Source: an optimization exercise on an open RTL-to-GDS flow (aim: small area, a short achievable clock period and few clock cycles per item). Production flows keep margins and buffers that such runs may drop.
At most, simulation tests tie the RTL to the original design; equivalence was not proved.

run 1:
==> flow/design.v (excerpt) <==
module damped_level_smoother
#(
    parameter int LEVEL_FRAC_BITS = dls_pkg::DLS_LEVEL_FRAC_BITS
)
(
    input  logic                  clk,
    input  logic                  rst_n,
    input  logic                  in_valid,
    output logic                  in_stall,
    input  logic                  func,
    input  logic [7:0]            data_value,
    output logic                  out_valid,
    input  logic                  out_stall,
    output logic [7:0]            level_byte,
    output logic [16:0]           level_q16,
    output logic                  busy_res,
    input  logic                  cfg_valid,
    output logic                  cfg_ready,
    input  logic [dls_pkg::CFG_IDX_W-1:0]  cfg_index,
    input  logic [dls_pkg::CFG_DATA_W-1:0] cfg_data
);
For scale: roughly 3600 cells after synthesis, about 26000 sq um of cells after synthesis.
make LEC_CHECK=0 ABC_AREA=1 CAP_MARGIN=20 CORE_MARGIN=2 CORE_UTILIZATION=40 SETUP_SLACK_MARGIN=2.5 SLEW_MARGIN=20 finish   # period 9.0 ns
run.sh (not shown) runs the stock make flow with config.mk's settings and CLKGATE_MAP_FILE= SYNTH_SCRIPT=/design/flow/synth_recipe.tcl, a recipe that flattens the netlist after the stock synthesis.
> inputs changed (run 1 -> run 2)
--- a/flow/design.v
+++ b/flow/design.v
@@ -207,25 +207,24 @@
     localparam int SW    = LVL_W + 1;
     localparam int SNAP  = LEVEL_FRAC_BITS - 12;
     localparam logic [2:0] S_IDLE = 3'd0;
     localparam logic [2:0] S_FIX  = 3'd1;   
     localparam logic [2:0] S_M1   = 3'd2;   
     localparam logic [2:0] S_M2   = 3'd3;   
     localparam logic [2:0] S_M3   = 3'd4;   
     localparam logic [2:0] S_WB   = 3'd5;   
     dls_pkg::dls_cfg_t cfg;
     logic [2:0]       state_reg, state_next;
     logic [LVL_W-1:0] level_reg, level_next;
     logic [7:0]       last_target_reg;
-    logic             last_full_reg;      
     logic             up_reg;
     logic             to_target_reg;
     logic             busy_reg, busy_next;
     logic [SW-1:0]    d_reg, d_next;
     logic             out_valid_reg, out_valid_next;
     logic             out_free;
     logic             give;
     logic             in_take;
     logic             blocked;
     logic [LVL_W-1:0] target_in;
     logic [LVL_W-1:0] target;
     logic [LVL_W-1:0] level_new;
@@ -237,49 +236,49 @@
     logic [16:0]      rnd;
     logic [SW-1:0]    add_l;
     logic [SW:0]      mul_r;
     logic             to_target;
     logic [LVL_W-SNAP-1:0] t_hi;
     logic [LVL_W-SNAP-1:0] r_hi;
     logic             lo_gt;
     logic             lo_lt;
     logic [16:0]      coef_next;
     logic [8:0]       b_one, b_two, b_neg;
     logic [8:0]       one_reg, two_reg, neg_reg;
     logic             snap;
-    function automatic logic [LVL_W-1:0] byte_level(input logic [7:0] b, input logic full);
+    function automatic logic [LVL_W-1:0] byte_level(input logic [7:0] b);
         logic [LVL_W-1:0] t;
         t = '0;
         for (int i = 0; i < LEVEL_FRAC_BITS; i++)
         begin
             t[i] = b[7 - ((LEVEL_FRAC_BITS - 1 - i) % 8)];
         end
-        if (full)
+        if (b == 8'hFF)
         begin
             t = LVL_W'(1) << LEVEL_FRAC_BITS;
         end
         byte_level = t;
     endfunction
     dls_cfg u_cfg
     (
         .clk       (clk),
         .rst_n     (rst_n),
         .cfg_valid (cfg_valid),
         .cfg_ready (cfg_ready),
         .cfg_index (cfg_index),
         .cfg_data  (cfg_data),
         .cfg       (cfg)
     );
-    assign target_in = byte_level(data_value, data_value == 8'hFF);
-    assign target    = byte_level(last_target_reg, last_full_reg);
+    assign target_in = byte_level(data_value);
+    assign target    = byte_level(last_target_reg);
     function automatic logic is_small(input logic [SW-1:0] x);
         is_small = (x[SW-1:SNAP] == '0) || ((&x[SW-1:SNAP]) && (|x[SNAP-1:0]));
     endfunction
     assign t_hi   = target[LVL_W-1:SNAP];
     assign r_hi   = d_reg[LVL_W-1:SNAP];
     assign lo_gt  = d_reg[SNAP-1:0] > target[SNAP-1:0];
     assign lo_lt  = d_reg[SNAP-1:0] < target[SNAP-1:0];
     assign snap   = (r_hi == t_hi) ||
                     (up_reg ? ((r_hi == t_hi - 1'b1) && lo_gt)
                             : ((r_hi == t_hi + 1'b1) && lo_lt));
     always_comb
     begin
@@ -382,38 +381,36 @@
     end
     always_comb
     begin
         out_valid_next = (out_valid_reg && out_stall) || give;
     end
     always_ff @(posedge clk or negedge rst_n)
     begin
         if (!rst_n)
         begin
             state_reg       <= S_IDLE;
             level_reg       <= '0;
             last_target_reg <= '0;
-            last_full_reg   <= 1'b0;
             busy_reg        <= 1'b0;
             out_valid_reg   <= 1'b0;
         end
         else
         begin
             state_reg     <= state_next;
             level_reg     <= level_next;
             busy_reg      <= busy_next;
             out_valid_reg <= out_valid_next;
             if (in_take)
             begin
                 last_target_reg <= data_value;
-                last_full_reg   <= (data_value == 8'hFF);
             end
         end
     end
     always_ff @(posedge clk)
     begin
         d_reg <= d_next;
         one_reg <= b_one;
         two_reg <= b_two;
         neg_reg <= b_neg;
         if (in_take)
         begin
             up_reg        <= !w[SW-1];
Notes after the runs:
Per the comparison of run 2 with run 1, combined global-route utilization of all metal layers went down 1.8 points, wire length went down about 4.6%, relative max-transition margin went down 2.1 points, time the worst path needs with I/O delays and setup went down 0.053 ns, cell count of the worst reg-to-reg path went up 1. Looking at final hold slack across both flows, run 2 is the stronger of the two, with run 1 trailing. Run 2 vs run 1 — non-clock buffer count dropped by a few percent. Comparing run 1 with run 2, the die boundary width came out essentially unchanged. Looking at global routing met3 resource utilization, run 2 sits 2.6 points lower than run 1 does. Comparing run 1 and run 2, post-synthesis compound-gate area fraction is lower on run 1. Between run 1 and run 2, the die area figures differ only marginally. Run 1 and run 2 ended up with nearly the same final area. On area after synthesis, run 2 tracks run 1 almost exactly.
Testbench counts of run 2, summed over its fixed seeds: cycles 49,107, items 19,200.
The RTL of run 1 was laid out without a check of its function.

[separate check: timing with driven ports]
Ports are ideal in the flow. The routed layouts listed here were re-timed in OpenROAD.
Step 1, drivers: a clkbuf_16 drives clk and a buf_2 each remaining input, both assumed.
Step 2 times the ports against the registers' clock, not the clock port: input delays grow and output delays shrink by t, the midpoint of the rising clock arrivals with the driver on.
Three values: ideal ports, drivers, drivers and shift; two values: the first two.
| run | shift t [ns] | setup slack, ns | worst slew at a driven data input, ns |
|---|---|---|---|
| run 1 | 0.518 | 2.648 / 2.648 / 2.648 | 0.05 |
| run 2 | 0.504 | 2.701 / 2.701 / 2.701 | 0.06 |
After both steps every run listed still meets setup and hold.
